This is an optimization exercise on Yosys and OpenROAD, whose aim is small area, not a production implementation. The RTL was checked by simulation tests, not by an equivalence proof against the original design. Power is estimated from default activity; no workload was simulated.

the previous run:
==> flow/design.v <==
module ibex_register_file_mp #(
    parameter int unsigned          DataWidth   = 32,
    parameter bit                   RV32E       = 1'b0,
    parameter int unsigned          NumRead     = 2,
    parameter int unsigned          NumWrite    = 2,
    parameter logic [DataWidth-1:0] WordZeroVal = '0
) (
    input  logic                          clk_i,
    input  logic                          rst_ni,
    input  logic [NumRead*5-1:0]          raddr_i,
    output logic [NumRead*DataWidth-1:0]  rdata_o,
    input  logic [NumWrite*5-1:0]         waddr_i,
    input  logic [NumWrite*DataWidth-1:0] wdata_i,
    input  logic [NumWrite-1:0]           we_i,
    input  logic                          clear_req_i,
    output logic                          busy_o,
    output logic                          wr_drop_o,
    output logic                          conflict_o
);
    localparam int unsigned NumWords = RV32E ? 16 : 32;
    localparam int unsigned AW       = RV32E ? 4 : 5;
    localparam logic [AW-1:0] LastIdx = AW'(NumWords - 1);
    logic [AW-1:0]        clr_idx;
    logic [DataWidth-1:0] mem   [NumWords];
    logic [NumWords-1:0]  valid;
    logic [AW-1:0]        waddr_dec [NumWrite];
    logic                 conflict_d;
    always_comb begin
        for (int w = 0; w < NumWrite; w++) begin
            waddr_dec[w] = waddr_i[w*5 +: AW];
        end
    end
    generate
        if (NumWrite > 1) begin : g_conflict
            assign conflict_d = we_i[0] & we_i[1] &
                                (waddr_dec[0] == waddr_dec[1]) &
                                (waddr_dec[0] != '0);
        end else begin : g_no_conflict
            assign conflict_d = 1'b0;
        end
    endgenerate
    always_ff @(posedge clk_i or negedge rst_ni) begin
        if (!rst_ni) begin
            clr_idx    <= AW'(1);
            busy_o     <= 1'b0;
            wr_drop_o  <= 1'b0;
            conflict_o <= 1'b0;
        end else begin
            wr_drop_o  <= busy_o & (|we_i);
            conflict_o <= ~busy_o & conflict_d;
            if (!busy_o) begin
                busy_o  <= clear_req_i;
                clr_idx <= AW'(1);
            end else if (clr_idx == LastIdx) begin
                busy_o  <= 1'b0;
                clr_idx <= AW'(1);
            end else begin
                clr_idx <= clr_idx + AW'(1);
            end
        end
    end
    logic [NumWrite-1:0] wsel [NumWords];
    logic [NumWords-1:0] whit;
    always_comb begin
        for (int k = 0; k < NumWords; k++) begin
            logic taken;
            taken = 1'b0;
            for (int w = NumWrite - 1; w >= 0; w--) begin
                wsel[k][w] = ~busy_o & we_i[w] & (waddr_dec[w] == AW'(k)) & (k != 0) & ~taken;
                taken      = taken | wsel[k][w];
            end
            whit[k] = taken;
        end
    end
    logic [DataWidth-1:0] mem_d [NumWords];
    generate
        for (genvar k = 1; k < NumWords; k++) begin : g_wword
            for (genvar b = 0; b < DataWidth; b++) begin : g_wbit
                logic [NumWrite-1:0] wd_b;
                for (genvar w = 0; w < NumWrite; w++) begin : g_wd
                    assign wd_b[w] = wdata_i[w*DataWidth + b];
                end
                ibex_rf_mp_wbit #(.NumWrite(NumWrite)) u_wbit (
                    .sel_i (wsel[k]),
                    .data_i(wd_b),
                    .hold_i(~whit[k]),
                    .q_i   (mem[k][b]),
                    .d_o   (mem_d[k][b])
                );
            end
        end
    endgenerate
    always_ff @(posedge clk_i) begin
        for (int k = 1; k < NumWords; k++) begin
            mem[k] <= mem_d[k];
        end
    end
    always_ff @(posedge clk_i or negedge rst_ni) begin
        if (!rst_ni) begin
            valid <= '0;
        end else begin
            for (int k = 1; k < NumWords; k++) begin
                if (busy_o) begin
                    if (clr_idx == AW'(k)) valid[k] <= 1'b0;
                end else if (whit[k]) begin
                    valid[k] <= 1'b1;
                end
            end
        end
    end
    generate
        for (genvar p = 0; p < NumRead; p++) begin : g_rdata
            logic [AW-1:0]        ra;
            logic [NumWords-1:0]  rsel;
            assign ra = raddr_i[p*5 +: AW];
            always_comb begin
                rsel[0] = 1'b0;
                for (int k = 1; k < NumWords; k++) begin
                    rsel[k] = valid[k] & (ra == AW'(k));
                end
            end
            for (genvar b = 0; b < DataWidth; b++) begin : g_rbit
                logic [NumWords-1:0] col;
                logic                rd;
                assign col[0] = 1'b0;
                for (genvar k = 1; k < NumWords; k++) begin : g_col
                    assign col[k] = mem[k][b];
                end
                ibex_rf_mp_rbit #(.N(NumWords)) u_rbit (
                    .sel_i (rsel),
                    .data_i(col),
                    .d_o   (rd)
                );
                assign rdata_o[p*DataWidth + b] = rd | (WordZeroVal[b] & ~|rsel);
            end
        end
    endgenerate
endmodule
module ibex_rf_mp_wbit #(
    parameter int unsigned NumWrite = 2
) (
    input  logic [NumWrite-1:0] sel_i,
    input  logic [NumWrite-1:0] data_i,
    input  logic                hold_i,
    input  logic                q_i,
    output logic                d_o
);
    assign d_o = (|(sel_i & data_i)) | (hold_i & q_i);
endmodule
module ibex_rf_mp_rbit #(
    parameter int unsigned N = 32
) (
    input  logic [N-1:0] sel_i,
    input  logic [N-1:0] data_i,
    output logic         d_o
);
    localparam int unsigned NT  = N - 1;
    localparam int unsigned NG3 = NT / 3;
    localparam int unsigned REM = NT % 3;
    localparam int unsigned NG  = NG3 + (REM != 0 ? 1 : 0);
    localparam int unsigned NN  = (NG + 3) / 4;
    logic [NG-1:0] grp_n;
    logic [NN-1:0] nd;
    for (genvar g = 0; g < NG3; g++) begin : g_grp
        ibex_rf_mp_aoi222 u_aoi (
            .a_i(sel_i[1 + 3*g +: 3]),
            .b_i(data_i[1 + 3*g +: 3]),
            .y_o(grp_n[g])
        );
    end
    if (REM == 2) begin : g_rem2
        ibex_rf_mp_aoi22 u_aoi (
            .a_i(sel_i[N-2 +: 2]),
            .b_i(data_i[N-2 +: 2]),
            .y_o(grp_n[NG-1])
        );
    end else if (REM == 1) begin : g_rem1
        ibex_rf_mp_nand #(.N(2)) u_nand (
            .a_i({sel_i[N-1], data_i[N-1]}),
            .y_o(grp_n[NG-1])
        );
    end
    for (genvar n = 0; n < NN; n++) begin : g_nand
        localparam int unsigned W = (NG - 4*n) < 4 ? (NG - 4*n) : 4;
        ibex_rf_mp_nand #(.N(W)) u_nand (
            .a_i(grp_n[4*n +: W]),
            .y_o(nd[n])
        );
    end
    assign d_o = |nd;
endmodule
module ibex_rf_mp_aoi22 (
    input  logic [1:0] a_i,
    input  logic [1:0] b_i,
    output logic       y_o
);
    assign y_o = ~|(a_i & b_i);
endmodule
module ibex_rf_mp_aoi222 (
    input  logic [2:0] a_i,
    input  logic [2:0] b_i,
    output logic       y_o
);
    assign y_o = ~|(a_i & b_i);
endmodule
module ibex_rf_mp_nand #(
    parameter int unsigned N = 4
) (
    input  logic [N-1:0] a_i,
    output logic         y_o
);
    assign y_o = ~&a_i;
endmodule
==> flow/config.mk <==
export PLATFORM = sky130hd
export DESIGN_NAME = ibex_register_file_mp
export DESIGN_NICKNAME = ibex_register_file_mp
export VERILOG_FILES = /design/flow/design.v
export SDC_FILE = /design/flow/constraint.sdc
export NUM_CORES = 4
export LEC_CHECK = 0
export CAP_MARGIN = 5
export CELL_PAD_IN_SITES_DETAIL_PLACEMENT = 1
export CELL_PAD_IN_SITES_GLOBAL_PLACEMENT = 1
export CORE_MARGIN = 2
export CORE_UTILIZATION = 35
export GPL_ROUTABILITY_DRIVEN = 1
export PLACE_DENSITY = 0.45
export SLEW_MARGIN = 5
export SYNTH_HIERARCHICAL = 1
==> flow/constraint.sdc <==
create_clock -name core_clock -period 9.0 [get_ports {clk_i}]
set_input_delay 1.8000 -clock core_clock [delete_from_list [all_inputs] [get_ports {clk_i}]]
set_output_delay 1.8000 -clock core_clock [all_outputs]
set_load 0.01 [all_outputs]
standard.sh (not shown) runs the stock make flow with config.mk's settings and CLKGATE_MAP_FILE= SYNTH_SCRIPT=/design/flow/synth_recipe.tcl, a recipe that flattens the netlist after the stock synthesis.
==> flow/flow/run.sh <==
#!/bin/bash
# Standard layout with a leaner clock tree (no dummy loads, clkbuf_8 only,
# sink clusters of at most 16) and small port buffers. Each tool's output goes to a
# log in this folder.
set -euo pipefail
export CTS_ARGS="-sink_clustering_enable -repair_clock_nets -dont_use_dummy_load -buf_list {sky130_fd_sc_hd__clkbuf_8} -sink_clustering_size 16 -sink_clustering_max_diameter 50"
export BUFFER_PORTS_ARGS="-buffer_cell sky130_fd_sc_hd__buf_2"
bash standard.sh > standard_flow.log 2>&1
What the final checks of the previous run revealed, after a flow that finished every stage, was a layout that fails on capacitance limit.
[inputs] the current run vs the previous run
==> flow/flow/run.sh <==
#!/bin/bash
# Standard layout with a leaner clock tree (no dummy loads, clkbuf_8 only,
# larger sink clusters) and small port buffers. Each tool's output goes to a
# log in this folder.
set -euo pipefail
export CTS_ARGS="-sink_clustering_enable -repair_clock_nets -dont_use_dummy_load -buf_list {sky130_fd_sc_hd__clkbuf_8} -sink_clustering_size 20 -sink_clustering_max_diameter 60"
export BUFFER_PORTS_ARGS="-buffer_cell sky130_fd_sc_hd__buf_2"
bash standard.sh > standard_flow.log 2>&1
==> flow/config.mk <==
export PLATFORM = sky130hd
export DESIGN_NAME = ibex_register_file_mp
export DESIGN_NICKNAME = ibex_register_file_mp
export VERILOG_FILES = /design/flow/design.v
export SDC_FILE = /design/flow/constraint.sdc
export NUM_CORES = 4
export LEC_CHECK = 0
export CAP_MARGIN = 15
export CELL_PAD_IN_SITES_DETAIL_PLACEMENT = 1
export CELL_PAD_IN_SITES_GLOBAL_PLACEMENT = 1
export CORE_MARGIN = 2
export CORE_UTILIZATION = 35
export GPL_ROUTABILITY_DRIVEN = 1
export PLACE_DENSITY = 0.45
export SLEW_MARGIN = 15
export SYNTH_HIERARCHICAL = 1
## What came out
The aggregate routed wire length of the previous run and that of the current run are within noise of each other.
From the previous run to the current run, cell count of the worst hold path did not move at all.
Delta (the current run minus the previous run): relative contribution of the clock network to total power saw a decrease; final core utilization saw little to no change; initial DRC count saw an increase.
Relative to the previous run, share of the cycle needed by the critical path after routing has gone up in the current run.
The current run finished every step from synthesis to the final layout, and the layout passed the timing, DRC and antenna checks.
The current run does better than the previous run on hold slack.

what the ideal ports hide:
The flow's constraints put no driver on any port. The routed layouts listed below were extracted and timed again, unchanged, in two steps.
Step 1: set_driving_cell puts a clkbuf_16 on clk_i and a buf_2 on each other input, an assumption about the parent block.
Step 2 adds t to the input delays and takes it off the output delays; t is the mean of the earliest and latest rising clock arrival at the registers after step 1. Input paths then give back, and output paths get back, about the clock's delay inside the block.
Three values: ideal ports, drivers, drivers and shift; two values: the first two.
run	shift t [ns]	slack for setup (ns)	worst setup path after step 2
the previous run	0.978	2.298 / 2.264 / 2.264	input to output
the current run	0.941	2.154 / 2.119 / 2.119	input to output
The setup slack of the current run, which loses most, moves by -0.035 ns with the drivers and by -0.035 ns with both steps.
